This is an optimization exercise on Yosys and OpenROAD, whose aim is small area, not a production implementation. In this exercise RTL edits were held to simulation tests only and were not proved equivalent to the original.

==> module cpu_top, before the edit <==
module cpu_top (
    input  logic        clk,
    input  logic        rst,
    input  logic [15:0] mem_rdata,
    output logic [15:0] mem_addr,
    output logic [15:0] mem_wdata,
    output logic        mem_we,
    output logic        halted
);
    logic [3:0]        ph;      
    logic              init;    
    logic [11:0]       ir;      
    logic [7:0][15:0]  regs;
    logic [15:0]       pc;
    logic              pcc;     
    logic [13:0]       mar;
    logic [13:0]       mdr;
    logic              zf, cf;
    wire pb = ph[3];
    wire c0 = (ph[2:0] == 3'd0);
    wire [5:0] op = ir[11:6];
    wire [2:0] rx = ir[5:3];
    wire [2:0] ry = ir[2:0];
    wire lo   = ~op[5] & ~op[4];                  
    wire i_halt = (op == 6'd0);
    wire i_cmp  = (op == 6'd16);
    wire i_alu  = (lo & ((op[3:0] == 4'd4) | (op[3:0] == 4'd7) | (op[3:0] == 4'd8) |
                         (op[3:0] == 4'd9) | (op[3:0] == 4'd10) | (op[3:0] == 4'd12))) | i_cmp;
    wire hi   = (op[5:3] == 3'b100);             
    wire i_mov  = hi & (op[2:0] == 3'd0);
    wire i_ld   = hi & (op[2:0] == 3'd1);
    wire i_ldi  = hi & (op[2:0] == 3'd3);
    wire i_st   = hi & (op[2:0] == 3'd5);
    wire i_jmp  = (op == 6'd23);
    wire i_jcc  = (op[5:2] == 4'b0110);           
    wire i_wr   = (i_alu & ~op[4]) | i_mov | i_ld | i_ldi;
    wire cond   = (op[1] ? cf : zf) ^ op[0];
    wire i_jt   = i_jmp | (i_jcc & cond);
    wire i_jn   = i_jcc & ~cond;
    wire i_ari  = op[4] | (op[3] & (op[2] | op[1]));    
    wire i_subm = op[4] | op[2];                         
    wire i_and  = ~op[3] & op[0];                        
    wire i_not  = ~op[3] & ~op[0];
    wire i_or   = op[3] & ~op[0];
    wire i_xor  = op[3] & op[0];
    wire i_dat  = op[5] & op[0];                         
    wire [1:0] px = regs[rx][1:0];
    wire [1:0] py = regs[ry][1:0];
    wire [1:0] dat = c0 ? mem_rdata[1:0] : mdr[1:0];
    wire cin = c0 ? 1'b0 : cf;
    wire s0  = px[0] ^ py[0] ^ cin;
    wire a0  = px[0] ^ i_subm;
    wire k0  = (a0 & py[0]) | (a0 & cin) | (py[0] & cin);
    wire s1  = px[1] ^ py[1] ^ k0;
    wire a1  = px[1] ^ i_subm;
    wire k1  = (a1 & py[1]) | (a1 & k0) | (py[1] & k0);
    logic [1:0] res;
    always_comb begin
        if (op[5])      res = op[0] ? dat : py;    
        else if (i_ari) res = {s1, s0};
        else if (i_not) res = ~px;
        else if (i_and) res = px & py;
        else if (i_or)  res = px | py;
        else            res = px ^ py;
    end
    wire [1:0] wd = init ? 2'b00 : res;
    wire inc   = pb ? (i_ldi | i_jn) : 1'b1;
    wire pcin  = c0 ? inc : pcc;
    wire q0    = pc[0] ^ pcin;
    wire kq    = pc[0] & pcin;
    wire q1    = pc[1] ^ kq;
    wire [1:0] pc_new = init ? 2'b00 : ((pb & i_jt) ? dat : {q1, q0});
    wire       i_m  = hi & ~op[1] & op[0];           
    wire       mrg  = ~pb & i_m;
    wire [1:0] pa   = op[2] ? px : py;            
    always_ff @(posedge clk or posedge rst) begin
        if (rst) begin
            ph     <= 4'b1000;
            init   <= 1'b1;
            halted <= 1'b0;
            zf     <= 1'b0;
            cf     <= 1'b0;
        end else begin
            ph <= ph + 4'd1;
            if (ph == 4'b1111)
                init <= 1'b0;
            if (!init && pb && i_halt)
                halted <= 1'b1;
            if (!init && pb && i_alu) begin
                zf <= (c0 | zf) & (res == 2'b00);
                cf <= i_ari & k1;
            end
        end
    end
    always_ff @(posedge clk) begin
        for (int r = 0; r < 8; r++) begin
            if (init || (pb && i_wr && rx == 3'(r)))
                regs[r] <= {wd, regs[r][15:2]};
            else
                regs[r] <= {regs[r][1:0], regs[r][15:2]};
        end
        pc  <= {pc_new, pc[15:2]};
        pcc <= pc[1] & kq;
        mar <= {(mrg ? pa : pc_new), mar[13:2]};
        if (c0)
            mdr <= mem_rdata[15:2];
        else
            mdr <= {py, mdr[13:2]};
        if (!pb && c0)
            ir <= mem_rdata[15:4];
    end
    assign mem_addr  = {mar, (pb & i_m) ? pa : pc[1:0]};
    assign mem_wdata = {mdr, py};
    assign mem_we    = pb & c0 & i_st & ~init & ~halted;
endmodule
clock: 7.0 ns
lec_check: 0
cap_margin: 20
core_margin: 2
core_utilization: 70
slew_margin: 20
standard.sh (not shown) runs the stock make flow with config.mk's settings and CLKGATE_MAP_FILE= SYNTH_SCRIPT=/design/flow/synth_recipe.tcl, a recipe that flattens the netlist after the stock synthesis.
==> flow/flow/run.sh <==
#!/bin/bash
# The standard layout, with three changes:
#  - synthesis maps logic with an area-oriented abc script (flow/area.abc)
#  - ports are buffered with buf_1
#  - the clock tree uses clkbuf_8 and no dummy loads
set -e
F=$PWD/flow
export MY_ABC_SCRIPT=$F/area.abc
export FLOW_SYNTH=$PWD/synth_recipe.tcl
sed "s#SYNTH_SCRIPT=[^ ]*#SYNTH_SCRIPT=$F/my_synth.tcl#" standard.sh > my_standard.sh
export BUFFER_PORTS_ARGS="-buffer_cell sky130_fd_sc_hd__buf_1"
export CTS_ARGS="-sink_clustering_enable -repair_clock_nets -dont_use_dummy_load -buf_list sky130_fd_sc_hd__clkbuf_8"
bash my_standard.sh > standard.log 2>&1
==> flow/flow/area.abc <==
strash
dc2
dch -f
amap -F 20 -A 30
==> flow/flow/my_synth.tcl <==
# The standard flow's synthesis, with an area-oriented abc script in place of ORFS's
proc abc {args} {
  set out {}
  set skip 0
  foreach a $args {
    if {$skip} { set skip 0; continue }
    if {$a eq "-script" || $a eq "-D"} { set skip 1; continue }
    lappend out $a
  }
  yosys abc -script $::env(MY_ABC_SCRIPT) {*}$out
}
source $::env(FLOW_SYNTH)
Change:
--- a/flow/design.v
+++ b/flow/design.v
@@ -40,30 +40,21 @@
     wire i_jn   = i_jcc & ~cond;
     wire i_ari  = op[4] | (op[3] & (op[2] | op[1]));    
     wire i_subm = op[4] | op[2];                         
-    wire i_and  = ~op[3] & op[0];                        
-    wire i_not  = ~op[3] & ~op[0];
-    wire i_or   = op[3] & ~op[0];
-    wire i_xor  = op[3] & op[0];
-    wire i_dat  = op[5] & op[0];                         
     wire [1:0] px = regs[rx][1:0];
     wire [1:0] py = regs[ry][1:0];
     wire [1:0] dat = c0 ? mem_rdata[1:0] : mdr[1:0];
     wire cin = c0 ? 1'b0 : cf;
-    wire s0  = px[0] ^ py[0] ^ cin;
     wire a0  = px[0] ^ i_subm;
     wire k0  = (a0 & py[0]) | (a0 & cin) | (py[0] & cin);
-    wire s1  = px[1] ^ py[1] ^ k0;
     wire a1  = px[1] ^ i_subm;
     wire k1  = (a1 & py[1]) | (a1 & k0) | (py[1] & k0);
-    logic [1:0] res;
-    always_comb begin
-        if (op[5])      res = op[0] ? dat : py;    
-        else if (i_ari) res = {s1, s0};
-        else if (i_not) res = ~px;
-        else if (i_and) res = px & py;
-        else if (i_or)  res = px | py;
-        else            res = px ^ py;
-    end
+    wire t0 = ~op[5] & ~op[4] & ~op[3] & ~op[0];                     
+    wire t1 = op[5] | op[4] | op[3] | ~op[0];                        
+    wire t2 = ~op[5] & (op[4] | op[3]);                              
+    wire t3 = op[5] | (~op[4] & ~op[3] & op[0]) | (op[3] & ~op[2] & ~op[1] & ~op[0]);   
+    wire [3:0] tt = {t3, t2, t1, t0};
+    wire [1:0] lg = {tt[{px[1], py[1]}], tt[{px[0], py[0]}]};
+    wire [1:0] res = (op[5] & op[0]) ? dat : (lg ^ ({k0, cin} & {2{i_ari}}));
     wire [1:0] wd = init ? 2'b00 : res;
     wire inc   = pb ? (i_ldi | i_jn) : 1'b1;
     wire pcin  = c0 ? inc : pcc;
@@ -75,18 +66,21 @@
     wire       mrg  = ~pb & i_m;
     wire [1:0] pa   = op[2] ? px : py;            
     always_ff @(posedge clk or posedge rst) begin
+        if (rst)
+            ir[6] <= 1'b1;
+        else if (!pb && c0 && !i_halt)
+            ir[6] <= mem_rdata[10];
+    end
+    always_ff @(posedge clk or posedge rst) begin
         if (rst) begin
             ph     <= 4'b1000;
             init   <= 1'b1;
-            halted <= 1'b0;
             zf     <= 1'b0;
             cf     <= 1'b0;
         end else begin
             ph <= ph + 4'd1;
             if (ph == 4'b1111)
                 init <= 1'b0;
-            if (!init && pb && i_halt)
-                halted <= 1'b1;
             if (!init && pb && i_alu) begin
                 zf <= (c0 | zf) & (res == 2'b00);
                 cf <= i_ari & k1;
@@ -107,10 +101,13 @@
             mdr <= mem_rdata[15:2];
         else
             mdr <= {py, mdr[13:2]};
-        if (!pb && c0)
-            ir <= mem_rdata[15:4];
+        if (!pb && c0 && !i_halt)
+            ir[11:7] <= mem_rdata[15:11];
+        if (!pb && c0 && !i_halt)
+            ir[5:0] <= mem_rdata[9:4];
     end
     assign mem_addr  = {mar, (pb & i_m) ? pa : pc[1:0]};
     assign mem_wdata = {mdr, py};
-    assign mem_we    = pb & c0 & i_st & ~init & ~halted;
+    assign mem_we    = pb & c0 & i_st & ~init;
+    assign halted    = i_halt;
 endmodule
Result: The changed run completed with no timing, DRC or antenna violations; non-clock buffer count grows by 1; synthesized area is lower by 1.6%; global-route usage is lower by 0.80 points; worst setup slack gains 0.19 ns; wire length drops by 4.0%.

==> separate check: timing with driven ports <==
In the flow no input, the clock included, has a driving cell. The finished layouts below were timed again as built, in two steps.
Step 1 assumes that a clkbuf_16 drives the clock port and a buf_2 every other input.
Step 2 adds t to the input delays and takes it off the output delays; t is the mean of the earliest and latest rising clock arrival at the registers after step 1. Input paths then give back, and output paths get back, about the clock's delay inside the block.
Slacks: ideal / step 1 / step 2; pairs: ideal / step 1.
run	shift t [ns]	setup slack, ns	worst slew at a driven data input, ns
the first run	0.463	2.823 / 2.790 / 3.024	0.04
the second run	0.451	3.012 / 2.978 / 3.429	0.04
After both steps every run listed still meets setup and hold.
